From an optimization exercise on the open Yosys and OpenROAD flow, aimed at small area and a short achievable clock period; shortcuts taken in it are not production practice. Only simulation tests tie the RTL to the original design; equivalence was not proved. No activity file was given, so power comes from the tool's default toggle rates.

==> flow/design.v <==
module data_mem_responder #(
    parameter int BITS       = 16,
    parameter int DEPTH_LOG2 = 8,
    parameter int WAIT       = 2
) (
    input  logic            clk,
    input  logic            rst,
    input  logic            req,
    input  logic            we,
    input  logic [15:0]     addr,
    input  logic [BITS-1:0] wdata,
    output logic [BITS-1:0] rdata,
    output logic            ack,
    output logic            busy,
    output logic            err
);
    localparam int NR = 16;     
    localparam int NT = 6;      
    localparam int NW = 4;      
    logic [3:0] r_c;
    always_ff @(posedge clk) begin
        r_c <= r_c + 4'd1;
    end
    logic r_idle, r_w1, r_w2, r_w3, r_ack, r_busy, r_err, r_ld3;
    logic r_we, r_mis;
    always_ff @(posedge clk) begin
        if (rst) begin
            r_idle <= 1'b1;
            r_w1   <= 1'b0;
            r_w2   <= 1'b0;
            r_w3   <= 1'b0;
            r_ack  <= 1'b0;
            r_busy <= 1'b0;
            r_err  <= 1'b0;
            r_ld3  <= 1'b0;
        end else begin
            r_idle <= (r_idle & ~req) | r_ack;
            r_w1   <= r_idle & req;
            r_w2   <= r_w1;
            r_w3   <= r_w2;
            r_ack  <= r_w3;
            r_busy <= (r_idle & req) | r_w1 | r_w2;
            r_err  <= r_w3 & r_mis;
            r_ld3  <= r_w2 & ~r_we & ~r_mis;
        end
    end
    logic [7:0]       r_k;
    logic [BITS-1:0]  r_wdata;
    logic [NR-1:0]    r_roh;      
    logic             r_same;     
    logic [3:0]       r_pos;      
    logic [NR*NT-1:0] r_rs;       
    logic             r_rat;      
    logic             r_pv;       
    logic [7:0]       r_pk;       
    logic [NR-1:0]    w_iroh, w_nroh;
    logic [NT-1:0][3:0] r_tgt;
    always_ff @(posedge clk) begin
        r_tgt[0] <= 4'd14 - r_c;
        r_tgt[1] <= 4'd1 - r_c;
        r_tgt[2] <= 4'd4 - r_c;
        r_tgt[3] <= 4'd7 - r_c;
        r_tgt[4] <= 4'd10 - r_c;
        r_tgt[5] <= 4'd12 - r_c;
    end
    logic [NT-1:0]    w_ntoh;
    always_comb begin
        for (int i = 0; i < NR; i++) w_iroh[i] = (addr[8:5] == 4'(i));
        w_ntoh[0] = r_idle ? (addr[4:1] == r_tgt[0]) : (r_pos == 4'd15);
        w_ntoh[1] = r_idle ? (addr[4:1] == r_tgt[1]) : (r_pos == 4'd2);
        w_ntoh[2] = r_idle ? (addr[4:1] == r_tgt[2]) : (r_pos == 4'd5);
        w_ntoh[3] = r_idle ? (addr[4:1] == r_tgt[3]) : (r_pos == 4'd8);
        w_ntoh[4] = r_idle ? (addr[4:1] == r_tgt[4]) : (r_pos == 4'd11);
        w_ntoh[5] = r_idle ? (addr[4:1] == r_tgt[5]) : (r_pos == 4'd13);
    end
    assign w_nroh = r_idle ? w_iroh : r_roh;
    always_ff @(posedge clk) begin
        if (r_idle) begin
            r_we    <= we;
            r_mis   <= addr[0];
            r_k     <= addr[8:1];
            r_roh   <= w_iroh;
            r_same  <= (addr[8:1] == r_pk);
            r_wdata <= wdata;
            r_pos   <= addr[4:1] + r_c + 4'd1;
        end else begin
            r_pos   <= r_pos + 4'd1;
        end
        for (int i = 0; i < NR * NT; i++) r_rs[i] <= w_nroh[i / NT] & w_ntoh[i % NT];
        r_rat <= |w_ntoh;
    end
    logic [NR-1:0]    r_proh;     
    logic [3:0]       r_ppos;     
    logic [BITS-1:0]  r_pdata;    
    logic [NW-1:0]    r_pws;
    logic [NR*NW-1:0] r_ws;       
    logic [NR-1:0]    w_nproh;
    logic             w_set, w_npv;
    logic [3:0]       w_nppos;
    assign w_set   = r_w3 & ~rst & r_we & ~r_mis;
    assign w_npv   = w_set | (r_pv & ~(|r_pws));
    assign w_nppos = r_w3 ? r_pos + 4'd1 : r_ppos + 4'd1;
    assign w_nproh = w_set ? r_roh : r_proh;
    always_ff @(posedge clk) begin
        if (w_set) begin
            r_pk    <= r_k;
            r_proh  <= r_roh;
            r_pdata <= r_wdata;
        end
        r_pv   <= w_npv;
        r_ppos <= w_nppos;
        r_pws[0] <= w_npv & (w_nppos == 4'd15);
        r_pws[1] <= w_npv & (w_nppos == 4'd3);
        r_pws[2] <= w_npv & (w_nppos == 4'd7);
        r_pws[3] <= w_npv & (w_nppos == 4'd11);
        for (int i = 0; i < NR * NW; i++)
            r_ws[i] <= w_nproh[i / NW] & w_npv & (w_nppos == 4'(((i % NW) * 4 + 15) % 16));
    end
    logic [BITS-1:0] m0_0, m0_1, m0_2, m0_3, m0_4, m0_5, m0_6, m0_7, m0_8, m0_9, m0_10, m0_11, m0_12, m0_13, m0_14, m0_15;
    logic [BITS-1:0] m1_0, m1_1, m1_2, m1_3, m1_4, m1_5, m1_6, m1_7, m1_8, m1_9, m1_10, m1_11, m1_12, m1_13, m1_14, m1_15;
    logic [BITS-1:0] m2_0, m2_1, m2_2, m2_3, m2_4, m2_5, m2_6, m2_7, m2_8, m2_9, m2_10, m2_11, m2_12, m2_13, m2_14, m2_15;
    logic [BITS-1:0] m3_0, m3_1, m3_2, m3_3, m3_4, m3_5, m3_6, m3_7, m3_8, m3_9, m3_10, m3_11, m3_12, m3_13, m3_14, m3_15;
    logic [BITS-1:0] m4_0, m4_1, m4_2, m4_3, m4_4, m4_5, m4_6, m4_7, m4_8, m4_9, m4_10, m4_11, m4_12, m4_13, m4_14, m4_15;
    logic [BITS-1:0] m5_0, m5_1, m5_2, m5_3, m5_4, m5_5, m5_6, m5_7, m5_8, m5_9, m5_10, m5_11, m5_12, m5_13, m5_14, m5_15;
    logic [BITS-1:0] m6_0, m6_1, m6_2, m6_3, m6_4, m6_5, m6_6, m6_7, m6_8, m6_9, m6_10, m6_11, m6_12, m6_13, m6_14, m6_15;
    logic [BITS-1:0] m7_0, m7_1, m7_2, m7_3, m7_4, m7_5, m7_6, m7_7, m7_8, m7_9, m7_10, m7_11, m7_12, m7_13, m7_14, m7_15;
    logic [BITS-1:0] m8_0, m8_1, m8_2, m8_3, m8_4, m8_5, m8_6, m8_7, m8_8, m8_9, m8_10, m8_11, m8_12, m8_13, m8_14, m8_15;
    logic [BITS-1:0] m9_0, m9_1, m9_2, m9_3, m9_4, m9_5, m9_6, m9_7, m9_8, m9_9, m9_10, m9_11, m9_12, m9_13, m9_14, m9_15;
    logic [BITS-1:0] m10_0, m10_1, m10_2, m10_3, m10_4, m10_5, m10_6, m10_7, m10_8, m10_9, m10_10, m10_11, m10_12, m10_13, m10_14, m10_15;
    logic [BITS-1:0] m11_0, m11_1, m11_2, m11_3, m11_4, m11_5, m11_6, m11_7, m11_8, m11_9, m11_10, m11_11, m11_12, m11_13, m11_14, m11_15;
    logic [BITS-1:0] m12_0, m12_1, m12_2, m12_3, m12_4, m12_5, m12_6, m12_7, m12_8, m12_9, m12_10, m12_11, m12_12, m12_13, m12_14, m12_15;
    logic [BITS-1:0] m13_0, m13_1, m13_2, m13_3, m13_4, m13_5, m13_6, m13_7, m13_8, m13_9, m13_10, m13_11, m13_12, m13_13, m13_14, m13_15;
    logic [BITS-1:0] m14_0, m14_1, m14_2, m14_3, m14_4, m14_5, m14_6, m14_7, m14_8, m14_9, m14_10, m14_11, m14_12, m14_13, m14_14, m14_15;
    logic [BITS-1:0] m15_0, m15_1, m15_2, m15_3, m15_4, m15_5, m15_6, m15_7, m15_8, m15_9, m15_10, m15_11, m15_12, m15_13, m15_14, m15_15;
    always_ff @(posedge clk) begin
        m0_0 <= ~(r_ws[0] ? r_pdata : m0_15);
        m0_1 <= m0_0;
        m0_2 <= m0_1;
        m0_3 <= m0_2;
        m0_4 <= ~(r_ws[1] ? ~r_pdata : m0_3);
        m0_5 <= m0_4;
        m0_6 <= m0_5;
        m0_7 <= m0_6;
        m0_8 <= ~(r_ws[2] ? r_pdata : m0_7);
        m0_9 <= m0_8;
        m0_10 <= m0_9;
        m0_11 <= m0_10;
        m0_12 <= ~(r_ws[3] ? ~r_pdata : m0_11);
        m0_13 <= m0_12;
        m0_14 <= m0_13;
        m0_15 <= m0_14;
        m1_0 <= ~(r_ws[4] ? r_pdata : m1_15);
        m1_1 <= m1_0;
        m1_2 <= m1_1;
        m1_3 <= m1_2;
        m1_4 <= ~(r_ws[5] ? ~r_pdata : m1_3);
        m1_5 <= m1_4;
        m1_6 <= m1_5;
        m1_7 <= m1_6;
        m1_8 <= ~(r_ws[6] ? r_pdata : m1_7);
        m1_9 <= m1_8;
        m1_10 <= m1_9;
        m1_11 <= m1_10;
        m1_12 <= ~(r_ws[7] ? ~r_pdata : m1_11);
        m1_13 <= m1_12;
        m1_14 <= m1_13;
        m1_15 <= m1_14;
        m2_0 <= ~(r_ws[8] ? r_pdata : m2_15);
        m2_1 <= m2_0;
        m2_2 <= m2_1;
        m2_3 <= m2_2;
        m2_4 <= ~(r_ws[9] ? ~r_pdata : m2_3);
        m2_5 <= m2_4;
        m2_6 <= m2_5;
        m2_7 <= m2_6;
        m2_8 <= ~(r_ws[10] ? r_pdata : m2_7);
        m2_9 <= m2_8;
        m2_10 <= m2_9;
        m2_11 <= m2_10;
        m2_12 <= ~(r_ws[11] ? ~r_pdata : m2_11);
        m2_13 <= m2_12;
        m2_14 <= m2_13;
        m2_15 <= m2_14;
        m3_0 <= ~(r_ws[12] ? r_pdata : m3_15);
        m3_1 <= m3_0;
        m3_2 <= m3_1;
        m3_3 <= m3_2;
        m3_4 <= ~(r_ws[13] ? ~r_pdata : m3_3);
        m3_5 <= m3_4;
        m3_6 <= m3_5;
        m3_7 <= m3_6;
        m3_8 <= ~(r_ws[14] ? r_pdata : m3_7);
        m3_9 <= m3_8;
        m3_10 <= m3_9;
        m3_11 <= m3_10;
        m3_12 <= ~(r_ws[15] ? ~r_pdata : m3_11);
        m3_13 <= m3_12;
        m3_14 <= m3_13;
        m3_15 <= m3_14;
        m4_0 <= ~(r_ws[16] ? r_pdata : m4_15);
        m4_1 <= m4_0;
        m4_2 <= m4_1;
        m4_3 <= m4_2;
        m4_4 <= ~(r_ws[17] ? ~r_pdata : m4_3);
        m4_5 <= m4_4;
        m4_6 <= m4_5;
        m4_7 <= m4_6;
        m4_8 <= ~(r_ws[18] ? r_pdata : m4_7);
        m4_9 <= m4_8;
        m4_10 <= m4_9;
        m4_11 <= m4_10;
        m4_12 <= ~(r_ws[19] ? ~r_pdata : m4_11);
        m4_13 <= m4_12;
        m4_14 <= m4_13;
        m4_15 <= m4_14;
        m5_0 <= ~(r_ws[20] ? r_pdata : m5_15);
        m5_1 <= m5_0;
        m5_2 <= m5_1;
        m5_3 <= m5_2;
        m5_4 <= ~(r_ws[21] ? ~r_pdata : m5_3);
        m5_5 <= m5_4;
        m5_6 <= m5_5;
        m5_7 <= m5_6;
        m5_8 <= ~(r_ws[22] ? r_pdata : m5_7);
        m5_9 <= m5_8;
        m5_10 <= m5_9;
        m5_11 <= m5_10;
        m5_12 <= ~(r_ws[23] ? ~r_pdata : m5_11);
        m5_13 <= m5_12;
        m5_14 <= m5_13;
        m5_15 <= m5_14;
        m6_0 <= ~(r_ws[24] ? r_pdata : m6_15);
        m6_1 <= m6_0;
        m6_2 <= m6_1;
        m6_3 <= m6_2;
        m6_4 <= ~(r_ws[25] ? ~r_pdata : m6_3);
        m6_5 <= m6_4;
        m6_6 <= m6_5;
        m6_7 <= m6_6;
        m6_8 <= ~(r_ws[26] ? r_pdata : m6_7);
        m6_9 <= m6_8;
        m6_10 <= m6_9;
        m6_11 <= m6_10;
        m6_12 <= ~(r_ws[27] ? ~r_pdata : m6_11);
        m6_13 <= m6_12;
        m6_14 <= m6_13;
        m6_15 <= m6_14;
        m7_0 <= ~(r_ws[28] ? r_pdata : m7_15);
        m7_1 <= m7_0;
        m7_2 <= m7_1;
        m7_3 <= m7_2;
        m7_4 <= ~(r_ws[29] ? ~r_pdata : m7_3);
        m7_5 <= m7_4;
        m7_6 <= m7_5;
        m7_7 <= m7_6;
        m7_8 <= ~(r_ws[30] ? r_pdata : m7_7);
        m7_9 <= m7_8;
        m7_10 <= m7_9;
        m7_11 <= m7_10;
        m7_12 <= ~(r_ws[31] ? ~r_pdata : m7_11);
        m7_13 <= m7_12;
        m7_14 <= m7_13;
        m7_15 <= m7_14;
        m8_0 <= ~(r_ws[32] ? r_pdata : m8_15);
        m8_1 <= m8_0;
        m8_2 <= m8_1;
        m8_3 <= m8_2;
        m8_4 <= ~(r_ws[33] ? ~r_pdata : m8_3);
        m8_5 <= m8_4;
        m8_6 <= m8_5;
        m8_7 <= m8_6;
        m8_8 <= ~(r_ws[34] ? r_pdata : m8_7);
        m8_9 <= m8_8;
        m8_10 <= m8_9;
        m8_11 <= m8_10;
        m8_12 <= ~(r_ws[35] ? ~r_pdata : m8_11);
        m8_13 <= m8_12;
        m8_14 <= m8_13;
        m8_15 <= m8_14;
        m9_0 <= ~(r_ws[36] ? r_pdata : m9_15);
        m9_1 <= m9_0;
        m9_2 <= m9_1;
        m9_3 <= m9_2;
        m9_4 <= ~(r_ws[37] ? ~r_pdata : m9_3);
        m9_5 <= m9_4;
        m9_6 <= m9_5;
        m9_7 <= m9_6;
        m9_8 <= ~(r_ws[38] ? r_pdata : m9_7);
        m9_9 <= m9_8;
        m9_10 <= m9_9;
        m9_11 <= m9_10;
        m9_12 <= ~(r_ws[39] ? ~r_pdata : m9_11);
        m9_13 <= m9_12;
        m9_14 <= m9_13;
        m9_15 <= m9_14;
        m10_0 <= ~(r_ws[40] ? r_pdata : m10_15);
        m10_1 <= m10_0;
        m10_2 <= m10_1;
        m10_3 <= m10_2;
        m10_4 <= ~(r_ws[41] ? ~r_pdata : m10_3);
        m10_5 <= m10_4;
        m10_6 <= m10_5;
        m10_7 <= m10_6;
        m10_8 <= ~(r_ws[42] ? r_pdata : m10_7);
        m10_9 <= m10_8;
        m10_10 <= m10_9;
        m10_11 <= m10_10;
        m10_12 <= ~(r_ws[43] ? ~r_pdata : m10_11);
        m10_13 <= m10_12;
        m10_14 <= m10_13;
        m10_15 <= m10_14;
        m11_0 <= ~(r_ws[44] ? r_pdata : m11_15);
        m11_1 <= m11_0;
        m11_2 <= m11_1;
        m11_3 <= m11_2;
        m11_4 <= ~(r_ws[45] ? ~r_pdata : m11_3);
        m11_5 <= m11_4;
        m11_6 <= m11_5;
        m11_7 <= m11_6;
        m11_8 <= ~(r_ws[46] ? r_pdata : m11_7);
        m11_9 <= m11_8;
        m11_10 <= m11_9;
        m11_11 <= m11_10;
        m11_12 <= ~(r_ws[47] ? ~r_pdata : m11_11);
        m11_13 <= m11_12;
        m11_14 <= m11_13;
        m11_15 <= m11_14;
        m12_0 <= ~(r_ws[48] ? r_pdata : m12_15);
        m12_1 <= m12_0;
        m12_2 <= m12_1;
        m12_3 <= m12_2;
        m12_4 <= ~(r_ws[49] ? ~r_pdata : m12_3);
        m12_5 <= m12_4;
        m12_6 <= m12_5;
        m12_7 <= m12_6;
        m12_8 <= ~(r_ws[50] ? r_pdata : m12_7);
        m12_9 <= m12_8;
        m12_10 <= m12_9;
        m12_11 <= m12_10;
        m12_12 <= ~(r_ws[51] ? ~r_pdata : m12_11);
        m12_13 <= m12_12;
        m12_14 <= m12_13;
        m12_15 <= m12_14;
        m13_0 <= ~(r_ws[52] ? r_pdata : m13_15);
        m13_1 <= m13_0;
        m13_2 <= m13_1;
        m13_3 <= m13_2;
        m13_4 <= ~(r_ws[53] ? ~r_pdata : m13_3);
        m13_5 <= m13_4;
        m13_6 <= m13_5;
        m13_7 <= m13_6;
        m13_8 <= ~(r_ws[54] ? r_pdata : m13_7);
        m13_9 <= m13_8;
        m13_10 <= m13_9;
        m13_11 <= m13_10;
        m13_12 <= ~(r_ws[55] ? ~r_pdata : m13_11);
        m13_13 <= m13_12;
        m13_14 <= m13_13;
        m13_15 <= m13_14;
        m14_0 <= ~(r_ws[56] ? r_pdata : m14_15);
        m14_1 <= m14_0;
        m14_2 <= m14_1;
        m14_3 <= m14_2;
        m14_4 <= ~(r_ws[57] ? ~r_pdata : m14_3);
        m14_5 <= m14_4;
        m14_6 <= m14_5;
        m14_7 <= m14_6;
        m14_8 <= ~(r_ws[58] ? r_pdata : m14_7);
        m14_9 <= m14_8;
        m14_10 <= m14_9;
        m14_11 <= m14_10;
        m14_12 <= ~(r_ws[59] ? ~r_pdata : m14_11);
        m14_13 <= m14_12;
        m14_14 <= m14_13;
        m14_15 <= m14_14;
        m15_0 <= ~(r_ws[60] ? r_pdata : m15_15);
        m15_1 <= m15_0;
        m15_2 <= m15_1;
        m15_3 <= m15_2;
        m15_4 <= ~(r_ws[61] ? ~r_pdata : m15_3);
        m15_5 <= m15_4;
        m15_6 <= m15_5;
        m15_7 <= m15_6;
        m15_8 <= ~(r_ws[62] ? r_pdata : m15_7);
        m15_9 <= m15_8;
        m15_10 <= m15_9;
        m15_11 <= m15_10;
        m15_12 <= ~(r_ws[63] ? ~r_pdata : m15_11);
        m15_13 <= m15_12;
        m15_14 <= m15_13;
        m15_15 <= m15_14;
    end
    logic [BITS-1:0] w_tap;
    always_comb begin
        w_tap = '0;
        w_tap = w_tap | ({BITS{r_rs[0]}} & ~m0_0);
        w_tap = w_tap | ({BITS{r_rs[1]}} & ~m0_3);
        w_tap = w_tap | ({BITS{r_rs[2]}} & m0_6);
        w_tap = w_tap | ({BITS{r_rs[3]}} & ~m0_9);
        w_tap = w_tap | ({BITS{r_rs[4]}} & m0_12);
        w_tap = w_tap | ({BITS{r_rs[5]}} & m0_14);
        w_tap = w_tap | ({BITS{r_rs[6]}} & ~m1_0);
        w_tap = w_tap | ({BITS{r_rs[7]}} & ~m1_3);
        w_tap = w_tap | ({BITS{r_rs[8]}} & m1_6);
        w_tap = w_tap | ({BITS{r_rs[9]}} & ~m1_9);
        w_tap = w_tap | ({BITS{r_rs[10]}} & m1_12);
        w_tap = w_tap | ({BITS{r_rs[11]}} & m1_14);
        w_tap = w_tap | ({BITS{r_rs[12]}} & ~m2_0);
        w_tap = w_tap | ({BITS{r_rs[13]}} & ~m2_3);
        w_tap = w_tap | ({BITS{r_rs[14]}} & m2_6);
        w_tap = w_tap | ({BITS{r_rs[15]}} & ~m2_9);
        w_tap = w_tap | ({BITS{r_rs[16]}} & m2_12);
        w_tap = w_tap | ({BITS{r_rs[17]}} & m2_14);
        w_tap = w_tap | ({BITS{r_rs[18]}} & ~m3_0);
        w_tap = w_tap | ({BITS{r_rs[19]}} & ~m3_3);
        w_tap = w_tap | ({BITS{r_rs[20]}} & m3_6);
        w_tap = w_tap | ({BITS{r_rs[21]}} & ~m3_9);
        w_tap = w_tap | ({BITS{r_rs[22]}} & m3_12);
        w_tap = w_tap | ({BITS{r_rs[23]}} & m3_14);
        w_tap = w_tap | ({BITS{r_rs[24]}} & ~m4_0);
        w_tap = w_tap | ({BITS{r_rs[25]}} & ~m4_3);
        w_tap = w_tap | ({BITS{r_rs[26]}} & m4_6);
        w_tap = w_tap | ({BITS{r_rs[27]}} & ~m4_9);
        w_tap = w_tap | ({BITS{r_rs[28]}} & m4_12);
        w_tap = w_tap | ({BITS{r_rs[29]}} & m4_14);
        w_tap = w_tap | ({BITS{r_rs[30]}} & ~m5_0);
        w_tap = w_tap | ({BITS{r_rs[31]}} & ~m5_3);
        w_tap = w_tap | ({BITS{r_rs[32]}} & m5_6);
        w_tap = w_tap | ({BITS{r_rs[33]}} & ~m5_9);
        w_tap = w_tap | ({BITS{r_rs[34]}} & m5_12);
        w_tap = w_tap | ({BITS{r_rs[35]}} & m5_14);
        w_tap = w_tap | ({BITS{r_rs[36]}} & ~m6_0);
        w_tap = w_tap | ({BITS{r_rs[37]}} & ~m6_3);
        w_tap = w_tap | ({BITS{r_rs[38]}} & m6_6);
        w_tap = w_tap | ({BITS{r_rs[39]}} & ~m6_9);
        w_tap = w_tap | ({BITS{r_rs[40]}} & m6_12);
        w_tap = w_tap | ({BITS{r_rs[41]}} & m6_14);
        w_tap = w_tap | ({BITS{r_rs[42]}} & ~m7_0);
        w_tap = w_tap | ({BITS{r_rs[43]}} & ~m7_3);
        w_tap = w_tap | ({BITS{r_rs[44]}} & m7_6);
        w_tap = w_tap | ({BITS{r_rs[45]}} & ~m7_9);
        w_tap = w_tap | ({BITS{r_rs[46]}} & m7_12);
        w_tap = w_tap | ({BITS{r_rs[47]}} & m7_14);
        w_tap = w_tap | ({BITS{r_rs[48]}} & ~m8_0);
        w_tap = w_tap | ({BITS{r_rs[49]}} & ~m8_3);
        w_tap = w_tap | ({BITS{r_rs[50]}} & m8_6);
        w_tap = w_tap | ({BITS{r_rs[51]}} & ~m8_9);
        w_tap = w_tap | ({BITS{r_rs[52]}} & m8_12);
        w_tap = w_tap | ({BITS{r_rs[53]}} & m8_14);
        w_tap = w_tap | ({BITS{r_rs[54]}} & ~m9_0);
        w_tap = w_tap | ({BITS{r_rs[55]}} & ~m9_3);
        w_tap = w_tap | ({BITS{r_rs[56]}} & m9_6);
        w_tap = w_tap | ({BITS{r_rs[57]}} & ~m9_9);
        w_tap = w_tap | ({BITS{r_rs[58]}} & m9_12);
        w_tap = w_tap | ({BITS{r_rs[59]}} & m9_14);
        w_tap = w_tap | ({BITS{r_rs[60]}} & ~m10_0);
        w_tap = w_tap | ({BITS{r_rs[61]}} & ~m10_3);
        w_tap = w_tap | ({BITS{r_rs[62]}} & m10_6);
        w_tap = w_tap | ({BITS{r_rs[63]}} & ~m10_9);
        w_tap = w_tap | ({BITS{r_rs[64]}} & m10_12);
        w_tap = w_tap | ({BITS{r_rs[65]}} & m10_14);
        w_tap = w_tap | ({BITS{r_rs[66]}} & ~m11_0);
        w_tap = w_tap | ({BITS{r_rs[67]}} & ~m11_3);
        w_tap = w_tap | ({BITS{r_rs[68]}} & m11_6);
        w_tap = w_tap | ({BITS{r_rs[69]}} & ~m11_9);
        w_tap = w_tap | ({BITS{r_rs[70]}} & m11_12);
        w_tap = w_tap | ({BITS{r_rs[71]}} & m11_14);
        w_tap = w_tap | ({BITS{r_rs[72]}} & ~m12_0);
        w_tap = w_tap | ({BITS{r_rs[73]}} & ~m12_3);
        w_tap = w_tap | ({BITS{r_rs[74]}} & m12_6);
        w_tap = w_tap | ({BITS{r_rs[75]}} & ~m12_9);
        w_tap = w_tap | ({BITS{r_rs[76]}} & m12_12);
        w_tap = w_tap | ({BITS{r_rs[77]}} & m12_14);
        w_tap = w_tap | ({BITS{r_rs[78]}} & ~m13_0);
        w_tap = w_tap | ({BITS{r_rs[79]}} & ~m13_3);
        w_tap = w_tap | ({BITS{r_rs[80]}} & m13_6);
        w_tap = w_tap | ({BITS{r_rs[81]}} & ~m13_9);
        w_tap = w_tap | ({BITS{r_rs[82]}} & m13_12);
        w_tap = w_tap | ({BITS{r_rs[83]}} & m13_14);
        w_tap = w_tap | ({BITS{r_rs[84]}} & ~m14_0);
        w_tap = w_tap | ({BITS{r_rs[85]}} & ~m14_3);
        w_tap = w_tap | ({BITS{r_rs[86]}} & m14_6);
        w_tap = w_tap | ({BITS{r_rs[87]}} & ~m14_9);
        w_tap = w_tap | ({BITS{r_rs[88]}} & m14_12);
        w_tap = w_tap | ({BITS{r_rs[89]}} & m14_14);
        w_tap = w_tap | ({BITS{r_rs[90]}} & ~m15_0);
        w_tap = w_tap | ({BITS{r_rs[91]}} & ~m15_3);
        w_tap = w_tap | ({BITS{r_rs[92]}} & m15_6);
        w_tap = w_tap | ({BITS{r_rs[93]}} & ~m15_9);
        w_tap = w_tap | ({BITS{r_rs[94]}} & m15_12);
        w_tap = w_tap | ({BITS{r_rs[95]}} & m15_14);
    end
    logic [BITS-1:0] r_hold, r_rdata;
    logic            r_hstale;
    always_ff @(posedge clk) begin
        if (r_rat) begin
            r_hold   <= w_tap;
            r_hstale <= r_pv & r_same;
        end
    end
    always_ff @(posedge clk) begin
        if (rst) begin
            r_rdata <= '0;
        end else if (r_ld3) begin
            r_rdata <= r_rat ? w_tap : (r_hstale ? r_pdata : r_hold);
        end
    end
    assign rdata = r_rdata;
    assign ack   = r_ack;
    assign busy  = r_busy;
    assign err   = r_err;
endmodule
==> flow/run.sh <==
#!/bin/bash
# synth_recipe.tcl (not shown) runs the flow's synth.tcl, then flattens the netlist and writes it again
# the make line also repeats each setting of config.mk as NAME=value (left out here)
make -C /OpenROAD-flow-scripts/flow DESIGN_CONFIG=/design/flow/config.mk WORK_HOME=/design/flow/orfs CLKGATE_MAP_FILE= SYNTH_SCRIPT=/design/flow/synth_recipe.tcl finish
==> flow/config.mk <==
export PLATFORM = sky130hd
export DESIGN_NAME = data_mem_responder
export DESIGN_NICKNAME = data_mem_responder
export VERILOG_FILES = /design/flow/design.v
export SDC_FILE = /design/flow/constraint.sdc
export NUM_CORES = 4
export LEC_CHECK = 0
export CAP_MARGIN = 20
export CORE_MARGIN = 2
export CORE_UTILIZATION = 67
export CTS_CLUSTER_DIAMETER = 100
export CTS_CLUSTER_SIZE = 25
export PLACE_DENSITY = 0.72
export SETUP_SLACK_MARGIN = 2.15
export SLEW_MARGIN = 20
==> flow/constraint.sdc <==
create_clock -name core_clock -period 4.5 [get_ports {clk}]
set_input_delay 0.9000 -clock core_clock [delete_from_list [all_inputs] [get_ports {clk}]]
set_output_delay 0.9000 -clock core_clock [all_outputs]
set_load 0.01 [all_outputs]
==> results of run 1 <==
## worst paths after layout
path	start	depth (start not counted)	slack [ns]	endpoint
setup / recovery	r_rat	4	2.00	r_rdata[2]
hold / removal	m0_10[5]	0	0.31	m0_11[5]
setup reg to reg	r_rat	4	2.00	r_rdata[2]
hold reg to reg	m0_10[5]	0	0.31	m0_11[5]
## cells in the final DEF, fill, tap and decap left out, drive strengths merged, types with 72 or more instances in the layout
cell	synthesis	routed
a22oi	154	154
buf	47	506
clkbuf	352	236
dfxtp	4344	4344
inv	104	88
mux2i	802	802
nand2	611	611
nand2b	240	240
nor2	190	190
o2111ai	135	135
o21ai	332	332
o22ai	72	72
## layout make-up
class,instances,area share (%)
multi-input combinational,3088,17.3
clock buffer,236,4.04
timing repair buffer,534,4.43
sequential,4412,71.2
inverter,129,0.556
antenna,70,0.139
clock inverter,13,0.121
tap,2204,2.20
## power groups by stage
stage,Clock (W),Combinational [W],Sequential (W)
3_3_place_gp,0,0.000651,0.0404
6_report,0.0198,0.000789,0.0394
5_1_grt,0.0209,0.000797,0.0395
3_5_place_dp,0,0.000663,0.0404
2_1_floorplan,0,0.000366,0.0403
4_1_cts,0.0195,0.000710,0.0394
## metal layers
layer | vias up | global-route usage (%) | part of all wire [%]
met1 | 34315 | 64.3 | 35
met3 | 1905 | 24.8 | 17
met5 | - | 1.07 | 0.12
li1 | 27585 | - | -
met4 | 37 | 39.2 | 9.8
met2 | 6409 | 66.0 | 38
## synth_stat cells, drive strengths merged (16+ instances only)
master	instances
edfxtp	68
nor3	36
a2bb2oi	54
clkbuf	352
o22ai	72
nor4	70
o21ai	332
nor2	190
inv	104
xnor2	22
nand4	44
dfxtp	4344
mux2i	802
clkinv	25
nand2b	240
buf	47
and3	18
or2	16
a22o	22
or4	33
o2111ai	135
o221ai	32
a21oi	37
nand2	611
o211ai	59
a22oi	154
## timing repair
action,CTS,global route
setup endpoints to repair,177,65
cloned,0,0
resized for setup,441,174
pin swaps,10,32
setup buffers,164,95
## cell families (layout without fill, tap and decap cells)
group	Yosys count	count (layout)
compound gates	945	945
xor+xnor	36	36
fa+ha+maj	16	16
buf+inv	528	912
flops	4412	4412
mux	803	803
other cells	0	70
simple gates	1288	1288
## worst register-to-register path: stages (launching register included)
cell and delay (ns):
dfxtp_2 0.96, nand2b_2 0.26, buf_4 0.72, o22ai_1 0.28
nor3_1 0.21
## through the flow
stage	area (um2)	utilization [%]	worst slack, ns	cells
finish	126000	75.3	2.00	10686
detailed placement	116000	69.5	1.35	10108
floorplan	112000	-	2.19	8028
global placement	116000	69.5	1.14	10108
CTS	124000	74.2	2.07	10521
global route	125000	75.3	2.08	10629
==> metrics.cfg, run 1 <==
[status]
status=complete, no violations

[synth]
synth_seq_area_share_pct=79.4
yosys.area_share.simple_pct=5.42
syn_inst=8028
synth_top_area_share_pct=77.5
synth_fa_ha_area_share_pct=0.185
ys_types=58
synthMuxAreaShare_pct=7.17
synth_top_family_by_area=multiplexers
async_reset_ff_share_pct=0
synthFlopType=dfxtp_1
synth_compound_area_share_pct=5.79
synth_seq_cells=4412
synthesis.nets=8080
yosys_warnings=1
synth_area_leaders=dfxtp_1 (78%), mux2i_1 (7.2%), nand2_1 (2.0%)
synth.avg_cell_area_um2=14.0
syn_area_um2=112000
synth_edf_count=68
synth_xor_area_share_pct=0.281
synth_top_cell_by_area=dfxtp_1

[critical_path]
worstPathRequired_ns=5.33
crit_chain=nand2b_2, buf_4, o22ai_1, nor3_1
cp_slowest_cell=dfxtp_2
cp-start-kind=flip-flop
cp_num_buf_inv=1
critPathArrivalTime_ns=3.32
crit_path_end_kind=flip-flop
crit_fanout=20
critPathKind=flip-flop to flip-flop
cpLargestDelayFamily=flip-flops
critPathMaxStageDelay_ns=0.96

[timing]
tightest_slew_ns=1.35
slew_violations=0
min_period_over_period_pct=55.5
finClkSkew_ns=0.0404
min_period_ns=2.50
hold_viol=0
rsz0062_at_grt=yes
tns_ns=0
setup_viol=0
relSlewSlack_pct=9.86
hold_slack_ns=0.314
fmax_ghz=0.400

[power]
power_density_nw_per_um2=478
vdd_drop_max_uv=456
switching_share_pct=20.7
fin_total_pwr_w=0.0600
pwr-share-seq_pct=65.7
leakagePower_nw=47.2
internal-power_w=0.0476
clkPwrFrac_pct=33.0
p_sw_w=0.0125
pwr-share-comb_pct=1.3

[place]
place_congestion=1.04
hpwl_um=263000
io_buffer_count=47

[routing]
initialDrtViolationCount=11668
viasPerCell=6.57
drc=0
routed-via-count=70251
drt-total-wl_um=438000
antenna_left=0
wl_per_cell_um=41.0
dr.pass1.iters=8

[clock_network]
clk_pin_slew_ns=0.10
cts_buffer_depth=3
clkSinkCount=4412
cts_tree=built
hold_buffers=0
cts.htree.levels=4
cts-buffers-inserted=194
root_buffer=clkbuf_16
clk_latency_ns=0.91

[floorplanning]
ios=55
start_util_pct=67.3
rows=150
dieArea_um2=171000
coreArea_um2=167000
die_w_um=413
die_h_um=413

[cells_and_area]
multi_input_area_um2=21700
nNetsFinal=8411
largest_reg_flops=96
layout-drive-gt1-share_pct=12.3
top_register=r_rs
top_regs=r_rs x96, r_ws x64
area_growth_pct=12.0
register_area_um2=89400
nFillCells=10546

[grt]
antenna_found_initial=58
grt_max_degree=50
grt_pass1_wl_um=562000
grt_overflow=0
grt_pass1_vias=63125
groute.usage.overall_pct=50.8

[run]
max-cap-violations=0

[hold_path]
min_path_type=flip-flop to flip-flop

==> run 2, diff against run 1 <==
--- a/flow/config.mk
+++ b/flow/config.mk
@@ -9,7 +9,7 @@
 export CORE_MARGIN = 2
-export CORE_UTILIZATION = 67
+export CORE_UTILIZATION = 60
 export CTS_CLUSTER_DIAMETER = 100
 export CTS_CLUSTER_SIZE = 25
-export PLACE_DENSITY = 0.72
-export SETUP_SLACK_MARGIN = 2.15
+export PLACE_DENSITY = 0.65
+export SETUP_SLACK_MARGIN = 2.2
 export SLEW_MARGIN = 20
==> metrics.cfg, run 2 <==
[grt]
groute.usage.overall_pct=47.3
antenna_found_initial=66
grt_pass1_wl_um=583000
grt_overflow=0
grt_max_degree=50
grt_pass1_vias=62671

[synth]
syn_area_um2=112000
yosysMostFrequentCell=dfxtp_1
synth_seq_area_share_pct=79.4
ys_types=58
syn_inst=8028
synth.avg_cell_area_um2=14.0
synth_top_area_share_pct=77.5
synth_edf_count=68
synthesis.nets=8080
synth_area_leaders=dfxtp_1 (78%), mux2i_1 (7.2%), nand2_1 (2.0%)
async_reset_ff_share_pct=0
synth_seq_cells=4412
ys_top_cells_by_count=dfxtp_1 (4,344), mux2i_1 (802), nand2_1 (611), clkbuf_1 (350), o21ai_0 (331)
synthFlopType=dfxtp_1
yosys_warnings=1
synth_top_cell_by_area=dfxtp_1

[hold_path]
hold_depth=0
min_path_type=flip-flop to flip-flop

[routing]
viasPerCell=6.37
drc=0
wl_met3_um=72400
met1_length_um=169000
dr_wl_met2_um=177000
routed-via-count=70062
initialDrtViolationCount=12306
wl_per_cell_um=41.8
drt-total-wl_um=459000
antenna_left=0
highest_layer=met5
dr.pass1.iters=8

[cells_and_area]
fin_cells=10998
finalInstanceArea_um2=127000
top_regs=r_rs x96, r_ws x64
nNetsFinal=8442
area_growth_pct=12.8
final_common_cell=dfxtp_1
final_cell_mix=dfxtp_1 (4,184), mux2i_1 (797), nand2_1 (607)
layout-drive-gt1-share_pct=12.6
largest_reg_flops=96
top_register=r_rs

[critical_path]
critPathArrivalTime_ns=3.13
r2r_cells=8
crit_path_end_kind=flip-flop
critPathKind=flip-flop to flip-flop
worstPathRequired_ns=5.16
cp-start-kind=flip-flop
crit_fanout=5

[clock_network]
cts_buffer_depth=3
hold_buffers=0
clk_pin_slew_ns=0.10
clk_latency_ns=0.90
root_buffer=clkbuf_16
cts-buffers-inserted=194
cts_tree=built
clkSinkCount=4412
cts.htree.levels=4

[timing]
slew_violations=0
relSlewSlack_pct=14.9
finClkSkew_ns=0.0340
min_period_ns=2.47
min_period_over_period_pct=54.8
fmax_ghz=0.405
tns_ns=0
setup_viol=0
rsz0062_at_grt=yes
tightest_slew_ns=1.28
hold_viol=0

[place]
io_buffer_count=47
hpwl_um=277000
placed_area_um2=116000
place_congestion=1.00
dpl.cell_count=10397

[floorplanning]
die_h_um=436
dieArea_um2=190000
start_util_pct=60.4
coreArea_um2=186000
rows=158
die_w_um=436
ios=55

[power]
fin_total_pwr_w=0.0601
power_density_nw_per_um2=475
leakagePower_nw=47.5
vdd_drop_max_uv=475

[run]
max-cap-violations=0

[status]
status=complete, no violations

run 2: cell count changes in the layout (fill, tap and decap cells not counted), moves of 4 or more:
cell        previous run  this run
buf_6                 53        68
buf_8                 11        25
diode_2               70        79
buf_12                97       105
buf_2                 12         4
a2bb2oi_2             11         5
nor3_1                34        28
a2bb2oi_1             43        48
mux2i_1              802       797
mux2i_2                0         5
clkinvlp_4            25        21
inv_6                  9         5
run 2: report_power, final:
| group | internal (W) | switching [W] | leakage (nW) |
|---|---|---|---|
| Combinational | 0.000297 | 0.000569 | 8.01 |
| Clock | 0.00803 | 0.0118 | 2.52 |
| Sequential | 0.0393 | 0.000137 | 36.9 |
| Total | 0.0476 | 0.0125 | 47.5 |
run 2: critical path, cell delays in order (launching register included):
cell        delay [ns]
dfxtp_4           0.39
clkinvlp_4        0.15
buf_12            0.13
buf_4             0.11
buf_4             0.25
o211ai_1          0.21
nor4_1            0.33
nand4_1           0.28
or2_2             0.35
run 2: layer usage:
metal	vias to the layer above	GRT usage, %
met2	5923	62.2
li1	27661	-
met1	34845	62.2
met3	1603	19.2
met4	30	34.5
met5	-	1.74
run 2: cell families after synthesis:
logic type               synth area share, %
buffers and inverters                   1.79
AO/OA/AOI/OAI                           5.79
AND/OR/NAND/NOR                         5.42
XOR/XNOR                               0.281
flip-flops                              79.4
adder cells (fa/ha/maj)                0.185
multiplexers                            7.17
run 2: through the flow:
| stage | setup WS (ns) | utilization [%] | hold slack, ns |
|---|---|---|---|
| finish | 2.03 | 68.2 | 0.318 |
| detailed placement | 0.962 | 62.7 | 0.312 |
| global placement | 0.976 | 62.7 | 0.310 |
| floorplan | 2.24 | - | 0.310 |
| CTS | 2.11 | 67.5 | 0.320 |
| global route | 2.06 | 68.1 | 0.325 |
run 2: worst paths after layout:
check | from | to | slack [ns]
hold reg to reg | m6_5[0] | m6_6[0] | 0.32
hold / removal | m6_5[0] | m6_6[0] | 0.32
setup reg to reg | r_rs[91] | r_hold[13] | 2.03
setup / recovery | r_rs[91] | r_hold[13] | 2.03
run 2: area by class of cell:
cell class	instances	area (um2)
diodes	79	198
flip-flops and latches	4412	89400
well taps	2480	3100
multi-input cells	3088	21700
fillers	13166	59100
clock inverters	5	70.1
repair buffers	565	6130
clock buffers	240	5110
inverters	129	727
run 2: repair_timing:
item                       4_1_cts  5_1_grt
setup buffers                  236       40
pin swaps                       13       40
resized for setup              524      134
gates cloned                     0        1
setup endpoints to repair      199      108
==> run 3, diff against run 2 <==
--- a/flow/design.v
+++ b/flow/design.v
@@ -492,16 +492,13 @@
     end
-    logic [BITS-1:0] r_hold, r_rdata;
+    logic [BITS-1:0] r_hold, r_rdata, w_hkeep, w_rkeep;
     logic            r_hstale;
+    assign w_hkeep = {BITS{~r_rat}} & r_hold;
     always_ff @(posedge clk) begin
-        if (r_rat) begin
-            r_hold   <= w_tap;
-            r_hstale <= r_pv & r_same;
-        end
+        r_hold <= w_tap | w_hkeep;
+        if (r_rat) r_hstale <= r_pv & r_same;
     end
+    assign w_rkeep = r_ld3 ? ({BITS{~r_rat}} & (r_hstale ? r_pdata : r_hold)) : r_rdata;
     always_ff @(posedge clk) begin
-        if (rst) begin
-            r_rdata <= '0;
-        end else if (r_ld3) begin
-            r_rdata <= r_rat ? w_tap : (r_hstale ? r_pdata : r_hold);
-        end
+        if (rst) r_rdata <= '0;
+        else     r_rdata <= ({BITS{r_ld3}} & w_tap) | w_rkeep;
     end
--- a/flow/config.mk
+++ b/flow/config.mk
@@ -13,3 +13,3 @@
 export PLACE_DENSITY = 0.65
-export SETUP_SLACK_MARGIN = 2.2
+export SETUP_SLACK_MARGIN = 1.95
 export SLEW_MARGIN = 20
==> metrics.cfg, run 3 <==
[critical_path]
critPathKind=flip-flop to flip-flop
r2r_end=r_rdata[15]
crit_fanout=9
r2r_cells=6
r2r_slack_ns=1.83
crit_path_end_kind=flip-flop
r2r-start=r_rs[11]
cp-start-kind=flip-flop
worstPathRequired_ns=5.25
critPathArrivalTime_ns=3.42

[synth]
synth.avg_cell_area_um2=14.1
syn_area_um2=113000
synth_seq_cells=4412
synth_top_area_share_pct=77.6
yosysMostFrequentCell=dfxtp_1
synthFlopType=dfxtp_1
synth_seq_area_share_pct=79.0
synth_edf_count=52
synth_top_cell_by_area=dfxtp_1
ys_types=61
ys_top_cells_by_count=dfxtp_1 (4,360), mux2i_1 (819), nand2_1 (604), o21ai_0 (315), clkbuf_1 (308)
synth_area_leaders=dfxtp_1 (78%), mux2i_1 (7.3%), nand2_1 (2.0%)
yosys_warnings=1
async_reset_ff_share_pct=0
syn_inst=7988
synthesis.nets=8040

[cells_and_area]
top_register=r_rs
layout-drive-gt1-share_pct=8.07
nNetsFinal=8128
largest_reg_flops=96
final_cell_mix=dfxtp_1 (4,233), mux2i_1 (819), nand2_1 (604)
top_regs=r_rs x96, r_ws x64
final_common_cell=dfxtp_1
multi_input_area_um2=21600
area_growth_pct=8.36
register_area_um2=89100
nFillCells=13727
finalInstanceArea_um2=122000

[grt]
antenna_found_initial=71
grt_max_degree=51
grt_pass1_wl_um=555000
grt_pass1_vias=60238
groute.usage.overall_pct=44.4
grt_overflow=0

[run]
max-cap-violations=0

[timing]
min_period_over_period_pct=59.4
tns_ns=0
setup_viol=0
rsz0062_at_grt=no
min_period_ns=2.67
fmax_ghz=0.374
slew_violations=0
hold_slack_ns=0.313
timing.final.ws_setup_ns=1.83
tightest_slew_ns=1.33
hold_viol=0
relSlewSlack_pct=11.6
finClkSkew_ns=0.0449

[place]
io_buffer_count=47
placed_area_um2=116000
post-place-ws_ns=1.24
place_congestion=1.03
hpwl_um=271000

[power]
clkPwrFrac_pct=32.9
p_sw_w=0.0124
pwr-share-seq_pct=65.8
switching_share_pct=20.7
vdd_drop_max_uv=516
pwr-share-comb_pct=1.3
leakagePower_nw=45.6
internal-power_w=0.0476
power_density_nw_per_um2=492

[routing]
viasPerCell=6.29
initialDrtViolationCount=11610
drt-total-wl_um=430000
routed-via-count=66852
drc=0
wl_met3_um=65100
met1_length_um=162000
dr_wl_met2_um=171000
dr.pass1.iters=6
antenna_left=0
wl_per_cell_um=40.5
highest_layer=met5

[hold_path]
worstHoldStart=m5_8[7]
min_path_type=flip-flop to flip-flop
min_to=m5_9[7]
hold_depth=0

[clock_network]
cts.htree.levels=4
cts_tree=built
cts-buffers-inserted=194
clk_pin_slew_ns=0.10
cts_buffer_depth=3
root_buffer=clkbuf_16
clk_latency_ns=0.90
clkSinkCount=4412

[floorplanning]
coreArea_um2=186000
start_util_pct=60.6
dieArea_um2=191000
die_w_um=437
die_h_um=437
rows=158
ios=55

[status]
status=complete, no violations

[run 3: changes by cell type in the layout (fill, tap and decap cells not counted), sizes merged, moves of 19 or more]
cell         previous run  this run
buf                   537       249
clkbuf                241       222
diode                  79        47
dlygate4sd2             0        19
nor3                   36         9
nor4                   70        48
o2111a                 15        70
o2111ai               135        70
o211a                  15        53
o211ai                 59        29
[run 3: logic make-up after synthesis]
| kind of cell | Yosys count | synth area share, % |
|---|---|---|
| flops | 4412 | 79.0 |
| simple gates | 1234 | 5.28 |
| compound gates | 950 | 6.11 |
| mux | 822 | 7.32 |
| buf+inv | 518 | 1.87 |
| xor+xnor | 36 | 0.280 |
| fa+ha+maj | 16 | 0.185 |
[run 3: routing by layer]
metal	up-vias	global-route usage (%)
met1	33374	60.3
li1	26915	-
met4	32	26.9
met2	5289	60.3
met5	-	0.554
met3	1242	16.0
[run 3: layout make-up]
| cell class | instances | area share [%] |
|---|---|---|
| Multi-Input combinational cell | 3058 | 17.7 |
| Inverter | 115 | 0.411 |
| Antenna cell | 47 | 0.0965 |
| Clock inverter | 6 | 0.0482 |
| Timing Repair Buffer | 295 | 1.94 |
| Tap cell | 2480 | 2.54 |
| Sequential cell | 4412 | 73.0 |
| Clock buffer | 222 | 4.17 |
[run 3: metrics by stage]
step	total power, W	std cells	utilization (%)
2_1_floorplan	0.0408	7988	-
3_3_place_gp	0.0411	10347	62.6
3_5_place_dp	0.0411	10347	62.6
4_1_cts	0.0598	10585	65.5
5_1_grt	0.0613	10596	65.6
6_report	0.0600	10635	65.6
[run 3: how the worst max path moves through the flow]
stage / from / endpoint / slack (ns) / depth (start not counted)
4_1_cts: r_rs[56] / r_rdata[5] / 1.95 / 6
6_report: r_rs[11] / r_rdata[15] / 1.83 / 6
3_3_place_gp: rst / r_ws[34] / 1.26 / 5
2_1_floorplan: rst / r_ws[28] / 2.08 / 5
3_5_place_dp: rst / r_ws[34] / 1.24 / 5
5_1_grt: r_rs[30] / r_rdata[11] / 1.95 / 6
[run 3: worst max-delay path, stage by stage, from the launching register on]
cell and delay [ns]:
dfxtp_2 0.58, buf_4 0.41, a22o_1 0.26, a221oi_1 0.37, nand4_1 0.20, nor4_1 0.49
a31oi_1 0.14
[run 3: power groups by stage]
stage	combinational [W]	sequential, W	clock, W
final	0.000763	0.0395	0.0198
after CTS	0.000731	0.0395	0.0196
after global placement	0.000711	0.0404	0
after floorplan	0.000433	0.0403	0
after detailed placement	0.000719	0.0404	0
after global routing	0.000781	0.0395	0.0210
[run 3: what timing repair did]
| action | in CTS | in global routing |
|---|---|---|
| buffers inserted | 10 | 3 |
| resized for setup | 68 | 13 |
| hold buffers | 0 | 0 |
| setup endpoints to repair | 235 | 18 |
| pin swaps | 3 | 0 |
==> run 4, diff against run 3 <==
--- a/flow/config.mk
+++ b/flow/config.mk
@@ -13,3 +13,3 @@
 export PLACE_DENSITY = 0.65
-export SETUP_SLACK_MARGIN = 1.95
+export SETUP_SLACK_MARGIN = 2.2
 export SLEW_MARGIN = 20
==> metrics.cfg, run 4 <==
[grt]
grt_pass1_vias=60716
grt_use_met2_pct=59.9
use_met1_pct=59.4
antenna_found_initial=66
grt_pass1_wl_um=552000
grt_use_met3_pct=15.8
grt_max_degree=51
grt_overflow=0
busiest_layer=met2
groute.usage.overall_pct=44.2

[place]
placed_area_um2=116000
hpwl_um=275000
io_buffer_count=47
dpl.cell_count=10343
place_congestion=1.04

[cells_and_area]
finalInstanceArea_um2=123000
final_cell_mix=dfxtp_1 (4,221), mux2i_1 (819), nand2_1 (604)
final_common_cell=dfxtp_1
nNetsFinal=8148
largest_reg_flops=96
nFillCells=13620
register_area_um2=89200
top_regs=r_rs x96, r_ws x64
fin_cells=10669
top_register=r_rs
layout-drive-gt1-share_pct=8.92
multi_input_area_um2=21700
area_growth_pct=9.13

[clock_network]
cts_tree=built
hold_buffers=0
clk_latency_ns=0.92
cts.htree.levels=4
cts-buffers-inserted=194
clkSinkCount=4412
cts_buffer_depth=3
clk_pin_slew_ns=0.10
root_buffer=clkbuf_16

[critical_path]
cp-start-kind=flip-flop
crit_fanout=5
critPathKind=flip-flop to flip-flop
crit_path_end_kind=flip-flop
critPathArrivalTime_ns=3.30
worstPathRequired_ns=5.32

[timing]
hold_viol=0
fmax_ghz=0.404
slew_violations=0
rsz0062_at_grt=yes
tightest_slew_ns=1.38
relSlewSlack_pct=8.22
finClkSkew_ns=0.0428
tns_ns=0
setup_viol=0
min_period_ns=2.48
min_period_over_period_pct=55.0

[floorplanning]
die_w_um=437
coreArea_um2=186000
start_util_pct=60.6
rows=158
dieArea_um2=191000
die_h_um=437
ios=55

[synth]
synth_area_leaders=dfxtp_1 (78%), mux2i_1 (7.3%), nand2_1 (2.0%)
synth.avg_cell_area_um2=14.1
synth_seq_area_share_pct=79.0
yosys_warnings=1
synth_top_cell_by_area=dfxtp_1
ys_types=61
ys_top_cells_by_count=dfxtp_1 (4,360), mux2i_1 (819), nand2_1 (604), o21ai_0 (315), clkbuf_1 (308)
async_reset_ff_share_pct=0
synth_top_area_share_pct=77.6
synthFlopType=dfxtp_1
synthesis.nets=8040
syn_area_um2=113000
synth_seq_cells=4412
syn_inst=7988
synth_edf_count=52
yosysMostFrequentCell=dfxtp_1

[routing]
wl_per_cell_um=40.3
dr.pass1.iters=8
drt-total-wl_um=430000
initialDrtViolationCount=10798
antenna_left=0
routed-via-count=67486
drc=0
viasPerCell=6.33

[power]
vdd_drop_max_uv=412
power_density_nw_per_um2=490
leakagePower_nw=45.9

[run]
max-cap-violations=0

[status]
status=complete, no violations

[hold_path]
min_path_type=flip-flop to flip-flop

[run 4: path summary, 6_finish.rpt]
kind                  from          to  slack [ns]  depth (start not counted)
hold reg to reg    m3_1[0]     m3_2[0]        0.31                          0
hold / removal     m3_1[0]     m3_2[0]        0.31                          0
setup reg to reg  r_rs[72]  r_rdata[9]        2.02                          6
setup / recovery  r_rs[72]  r_rdata[9]        2.02                          6
[run 4: area by class of cell]
cell class / count / area share [%]
inverters: 115 / 0.510
repair buffers: 315 / 2.31
clock inverters: 11 / 0.117
multi-input cells: 3058 / 17.7
flip-flops and latches: 4412 / 72.6
clock buffers: 219 / 4.12
well taps: 2480 / 2.53
diodes: 59 / 0.120
[run 4: where the power goes]
group | leakage (nW) | switching (W) | internal (W) | total [W]
clock network | 2.54 | 0.0118 | 0.00802 | 0.0198
registers | 36.9 | 0.000190 | 0.0393 | 0.0395
logic | 6.47 | 0.000491 | 0.000290 | 0.000781
[run 4: cells by family (layout without fill, tap and decap cells)]
kind of cell	count (synthesis)	in the layout	synth area share (%)
compound gates	950	950	6.11
other cells	0	59	0
simple gates	1234	1234	5.28
mux	822	822	7.32
fa+ha+maj	16	16	0.185
xor+xnor	36	36	0.280
flops	4412	4412	79.0
buf+inv	518	660	1.87
[run 4: critical path: stages, from the launching register on]
cell and delay, ns:
dfxtp_2 0.73, clkinvlp_4 0.44, buf_4 0.32, o211ai_1 0.41, nor4_1 0.12, and4_1 0.23
a31oi_1 0.12
[run 4: routing by layer]
metal,vias to the layer above,routed length [um]
li1,26989,-
met1,33736,162000
met2,5390,172000
met3,1337,63300
met4,34,32500
met5,-,251
[run 4: through the flow]
step | hold slack (ns) | power [W] | util (%) | setup WS, ns
6_report | 0.309 | 0.0601 | 66.1 | 2.02
5_1_grt | 0.315 | 0.0614 | 66.0 | 1.98
4_1_cts | 0.314 | 0.0599 | 65.8 | 2.12
3_5_place_dp | 0.312 | 0.0411 | 62.7 | 1.27
3_3_place_gp | 0.310 | 0.0411 | 62.7 | 1.24
2_1_floorplan | 0.310 | 0.0408 | - | 2.28
[run 4: repair_timing]
action | in CTS | in global routing
setup endpoints to repair | 207 | 109
resized for setup | 239 | 63
setup buffers | 16 | 21
hold endpoints to repair | 0 | 0
pin swaps | 1 | 2
==> run 5, diff against run 4 <==
--- a/flow/config.mk
+++ b/flow/config.mk
@@ -15 +15,2 @@
 export SLEW_MARGIN = 20
+export TNS_END_PERCENT = 30
==> metrics.cfg, run 5 <==
[status]
status=complete, no violations

[critical_path]
crit_fanout=10
crit_chain=inv_1, buf_6, o221ai_1, or4_1, nor4_4, a31oi_1
critPathArrivalTime_ns=3.24
critPathKind=flip-flop to flip-flop
r2r_end=r_rdata[5]
r2r-start=r_rs[43]
cp-start-kind=flip-flop
worstPathRequired_ns=5.27
cp_slowest_cell=or4_1
crit_path_end_kind=flip-flop
critPathMaxStageDelay_ns=0.67
r2r_cells=6
r2r_slack_ns=2.03

[grt]
busiest_layer=met2
grt_use_met2_pct=60.4
grt_overflow=0
grt_max_degree=51
grt_pass1_vias=60589
antenna_found_initial=65
grt_pass1_wl_um=556000
groute.usage.overall_pct=44.6
grt_use_met3_pct=15.8
use_met1_pct=60.1

[timing]
tightest_slew_ns=1.23
hold_viol=0
min_period_over_period_pct=54.9
min_period_ns=2.47
tns_ns=0
setup_viol=0
hold_slack_ns=0.295
rsz0062_at_grt=yes
slew_violations=0
finClkSkew_ns=0.0479
relSlewSlack_pct=18.1
fmax_ghz=0.405

[cells_and_area]
area_growth_pct=8.93
largest_reg_flops=96
final_cell_mix=dfxtp_1 (4,219), mux2i_1 (819), nand2_1 (604)
layout-drive-gt1-share_pct=8.63
final_common_cell=dfxtp_1
top_regs=r_rs x96, r_ws x64
nNetsFinal=8141
top_register=r_rs

[power]
p_sw_w=0.0124
vdd_drop_max_uv=473
internal-power_w=0.0476
switching_share_pct=20.7
clkPwrFrac_pct=32.9
pwr-share-seq_pct=65.8
power_density_nw_per_um2=490
leakagePower_nw=45.8
fin_total_pwr_w=0.0600
pwr-share-comb_pct=1.3

[routing]
dr.pass1.iters=8
viasPerCell=6.37
drc=0
antenna_left=0
initialDrtViolationCount=11776
wl_per_cell_um=40.7
drt-total-wl_um=434000
routed-via-count=67881

[floorplanning]
die_h_um=437
die_w_um=437
start_util_pct=60.6
rows=158
ios=55
coreArea_um2=186000
dieArea_um2=191000

[synth]
yosysMostFrequentCell=dfxtp_1
synth_seq_area_share_pct=79.0
ys_types=61
yosys_warnings=1
synth.avg_cell_area_um2=14.1
synth_top_area_share_pct=77.6
synthesis.nets=8040
syn_inst=7988
async_reset_ff_share_pct=0
synth_seq_cells=4412
syn_area_um2=113000
synth_edf_count=52
ys_top_cells_by_count=dfxtp_1 (4,360), mux2i_1 (819), nand2_1 (604), o21ai_0 (315), clkbuf_1 (308)
synth_top_cell_by_area=dfxtp_1
synthFlopType=dfxtp_1
synth_area_leaders=dfxtp_1 (78%), mux2i_1 (7.3%), nand2_1 (2.0%)

[hold_path]
min_to=m1_11[10]
min_path_type=flip-flop to flip-flop
worstHoldStart=m1_10[10]
hold_depth=0

[clock_network]
cts.htree.levels=4
cts_tree=built
clk_pin_slew_ns=0.10
cts-buffers-inserted=194
clkSinkCount=4412
clk_latency_ns=0.91
root_buffer=clkbuf_16
cts_buffer_depth=3

[place]
place_congestion=1.02
hpwl_um=273000
io_buffer_count=47

[run]
max-cap-violations=0

==> run 5: how the worst max path moves through the flow <==
stage / start / end / slack [ns] / cells after the start
finish: r_rs[43] / r_rdata[5] / 2.03 / 6
CTS: r_ack / ack / 2.09 / 1
floorplan: r_idle / r_rs[14] / 2.19 / 6
global route: r_pos[0] / r_ws[27] / 1.98 / 7
detailed placement: addr[1] / r_rat / 1.27 / 9
global placement: addr[2] / r_rat / 1.11 / 5
==> run 5: cell families (layout without fill, tap and decap cells) <==
kind of cell	Yosys count	after routing	synth area share (%)
xor+xnor	36	36	0.280
mux	822	822	7.32
flops	4412	4412	79.0
compound gates	950	950	6.11
buf+inv	518	650	1.87
simple gates	1234	1234	5.28
other cells	0	56	0
fa+ha+maj	16	16	0.185
==> run 5: timing repair <==
item	in CTS	in global routing
pin swaps	1	1
buffers inserted	21	8
cloned	0	0
resized for setup	248	4
hold buffers	0	0
setup endpoints to repair	187	126
==> run 5: metrics by stage <==
stage / worst slack (ns) / instance area, um2 / util, % / instances
floorplan: 2.19 / 113000 / - / 7988
global placement: 1.11 / 116000 / 62.6 / 10341
detailed placement: 1.27 / 116000 / 62.7 / 10344
CTS: 2.09 / 122000 / 65.8 / 10592
global route: 1.98 / 122000 / 65.9 / 10603
finish: 2.03 / 123000 / 66.0 / 10656
==> run 5: area by class of cell <==
cell class | instances | area, um2
multi-input cells | 3058 | 21700
fillers | 13635 | 63300
clock inverters | 6 | 95.1
clock buffers | 221 | 5040
diodes | 56 | 140
well taps | 2480 | 3100
repair buffers | 308 | 2750
flip-flops and latches | 4412 | 89200
inverters | 115 | 583
==> run 5: power groups by stage <==
stage          Clock [W]  Combinational, W  Sequential [W]
6_report          0.0198          0.000779          0.0395
4_1_cts           0.0196          0.000747          0.0395
5_1_grt           0.0210          0.000799          0.0395
3_5_place_dp           0          0.000727          0.0404
3_3_place_gp           0          0.000706          0.0404
2_1_floorplan          0          0.000433          0.0403
==> run 5: routing by layer <==
layer	wire (um)	up-vias
met1	164000	33912
met3	63200	1427
met5	254	-
met4	34300	36
met2	172000	5531
li1	-	26975
==> run 5: critical path: cells and delay by family (launching register included) <==
family	cells	cell delay, ns
AND/OR/NAND/NOR	2	1.04
buffers and inverters	2	0.52
AO/OA/AOI/OAI	2	0.41
flip-flops	1	0.37
==> run 6, diff against run 5 <==
--- a/flow/config.mk
+++ b/flow/config.mk
@@ -13,4 +13,3 @@
 export PLACE_DENSITY = 0.65
-export SETUP_SLACK_MARGIN = 2.2
+export SETUP_SLACK_MARGIN = 2.4
 export SLEW_MARGIN = 20
-export TNS_END_PERCENT = 30
==> metrics.cfg, run 6 <==
[floorplanning]
coreArea_um2=186000
rows=158
start_util_pct=60.6
die_w_um=437
die_h_um=437
ios=55
dieArea_um2=191000

[cells_and_area]
nNetsFinal=8280
layout-drive-gt1-share_pct=11.3
largest_reg_flops=96
final_common_cell=dfxtp_1
final_cell_mix=dfxtp_1 (4,210), mux2i_1 (814), nand2_1 (602)
top_regs=r_rs x96, r_ws x64
top_register=r_rs
finalInstanceArea_um2=125000
area_growth_pct=11.3

[clock_network]
cts_tree=built
cts-buffers-inserted=194
clkSinkCount=4412
root_buffer=clkbuf_16
cts.htree.levels=4
clk_pin_slew_ns=0.10
cts_buffer_depth=3
clk_latency_ns=0.89

[timing]
slew_violations=0
min_period_over_period_pct=51.8
fmax_ghz=0.429
timing.final.ws_setup_ns=2.17
tightest_slew_ns=1.16
finClkSkew_ns=0.0347
hold_viol=0
rsz0062_at_grt=yes
relSlewSlack_pct=22.9
hold_slack_ns=0.311
setup_viol=0
tns_ns=0
min_period_ns=2.33

[place]
placed_area_um2=116000
post-place-ws_ns=1.30
io_buffer_count=47
place_congestion=1.03
hpwl_um=274000

[routing]
initialDrtViolationCount=10849
antenna_left=0
routed-via-count=68935
drc=0
drt-total-wl_um=445000
wl_per_cell_um=41.2
dr.pass1.iters=6
viasPerCell=6.37

[grt]
grt_max_degree=51
antenna_found_initial=67
busiest_layer=met1
use_met1_pct=60.5
grt_pass1_wl_um=570000
groute.usage.overall_pct=45.8
grt_use_met2_pct=60.5
grt_overflow=0
grt_use_met3_pct=18.6
grt_pass1_vias=62325

[power]
switching_share_pct=20.7
p_sw_w=0.0125
vdd_drop_max_uv=501
pwr-share-comb_pct=1.5
internal-power_w=0.0476
clkPwrFrac_pct=32.8
leakagePower_nw=47.0
pwr-share-seq_pct=65.7
power_density_nw_per_um2=480
fin_total_pwr_w=0.0601

[synth]
synth_seq_cells=4412
syn_inst=7988
synth_edf_count=52
ys_types=61
yosysMostFrequentCell=dfxtp_1
synthesis.nets=8040
async_reset_ff_share_pct=0
synth_seq_area_share_pct=79.0
synth_area_leaders=dfxtp_1 (78%), mux2i_1 (7.3%), nand2_1 (2.0%)
synth_top_cell_by_area=dfxtp_1
ys_top_cells_by_count=dfxtp_1 (4,360), mux2i_1 (819), nand2_1 (604), o21ai_0 (315), clkbuf_1 (308)
synth.avg_cell_area_um2=14.1
synth_top_area_share_pct=77.6
syn_area_um2=113000
yosys_warnings=1
synthFlopType=dfxtp_1

[critical_path]
r2r_cells=7
cp-start-kind=flip-flop
worstSetupPathDepth=1
cp_slowest_cell=dfxtp_4
critPathKind=flip-flop to primary output
crit_chain=buf_6
crit_fanout=2
critPathMaxStageDelay_ns=0.42
cp_num_buf_inv=1
crit_path_end_kind=primary output
worstPathRequired_ns=3.60
critPathArrivalTime_ns=1.43
cpLargestDelayFamily=flip-flops

[hold_path]
min_path_type=flip-flop to flip-flop
hold_depth=0

[run]
max-cap-violations=0

[status]
status=complete, no violations

run 6: final cells by class:
| cell class | count | area, um2 |
|---|---|---|
| Sequential cell | 4412 | 89200 |
| Antenna cell | 79 | 198 |
| Timing Repair Buffer | 447 | 4620 |
| Fill cell | 13386 | 60600 |
| Tap cell | 2480 | 3100 |
| Multi-Input combinational cell | 3058 | 22200 |
| Inverter | 115 | 728 |
| Clock buffer | 222 | 5070 |
| Clock inverter | 5 | 66.3 |
run 6: layer usage:
metal	part of all wire (%)	vias up
met1	37	34281
met3	15	1556
met5	0.046	-
li1	-	27263
met2	39	5805
met4	8.5	30
run 6: final timing paths:
check             slack [ns]        from          end
setup / recovery        2.17  r_rdata[3]     rdata[3]
hold / removal          0.31   m12_5[10]    m12_6[10]
hold reg to reg         0.31   m12_5[10]    m12_6[10]
setup reg to reg        2.33    r_rs[58]  r_rdata[11]
run 6: power by group through the flow:
stage | Clock [W] | Sequential, W | Combinational [W]
floorplan | 0 | 0.0403 | 0.000436
global placement | 0 | 0.0404 | 0.000686
detailed placement | 0 | 0.0405 | 0.000695
CTS | 0.0195 | 0.0395 | 0.000793
global route | 0.0209 | 0.0395 | 0.000903
finish | 0.0197 | 0.0395 | 0.000879
run 6: per-stage QoR:
step,instances,utilization (%)
2_1_floorplan,7988,-
3_3_place_gp,10331,62.6
3_5_place_dp,10332,62.6
4_1_cts,10697,66.8
5_1_grt,10744,67.3
6_report,10818,67.4
run 6: what timing repair did:
action | 4_1_cts | 5_1_grt
pin swaps | 14 | 26
setup buffers | 138 | 42
hold buffers | 0 | 0
gates resized for setup | 452 | 120
endpoints found under the setup margin | 253 | 142
run 6: kinds of logic after synthesis:
logic type / count (synthesis) / share of synthesized area [%]
mux: 822 / 7.32
flops: 4412 / 79.0
simple gates: 1234 / 5.28
fa+ha+maj: 16 / 0.185
compound gates: 950 / 6.11
xor+xnor: 36 / 0.280
buf+inv: 518 / 1.87

==> afterwards: timing with drivers on the ports <==
How much do the figures lean on ideal ports? The routed layouts below were timed once more, with nothing changed but the port constraints. Step 1: set_driving_cell puts a clkbuf_16 on clk and a buf_2 on each other input, an assumption about the parent block. Step 2 also shifts input and output timing later by t, the mid clock arrival at the registers, as if the neighbouring blocks saw the same clock. a / b / c = no drivers / after step 1 / after step 2; a / b = the first two.
run | t (ns) | setup slack, ns | worst setup path at the end | latest minus earliest clock arrival (ns)
run 1 | 0.981 | 2.003 / 2.003 / 1.275 | input to register | 0.050 / 0.050
run 2 | 0.984 | 2.033 / 2.026 / 1.343 | input to register | 0.038 / 0.037
run 3 | 0.974 | 1.826 / 1.826 / 1.179 | input to register | 0.045 / 0.045
run 4 | 0.994 | 2.025 / 2.025 / 1.264 | input to register | 0.048 / 0.048
run 5 | 0.969 | 2.028 / 2.028 / 1.401 | input to register | 0.054 / 0.054
run 6 | 0.974 | 2.170 / 2.073 / 1.576 | input to register | 0.040 / 0.039
After both steps setup and hold are still met in every run listed. The setup slack of run 4, which loses most, moves by 0.000 ns with the drivers and by -0.761 ns with both steps.
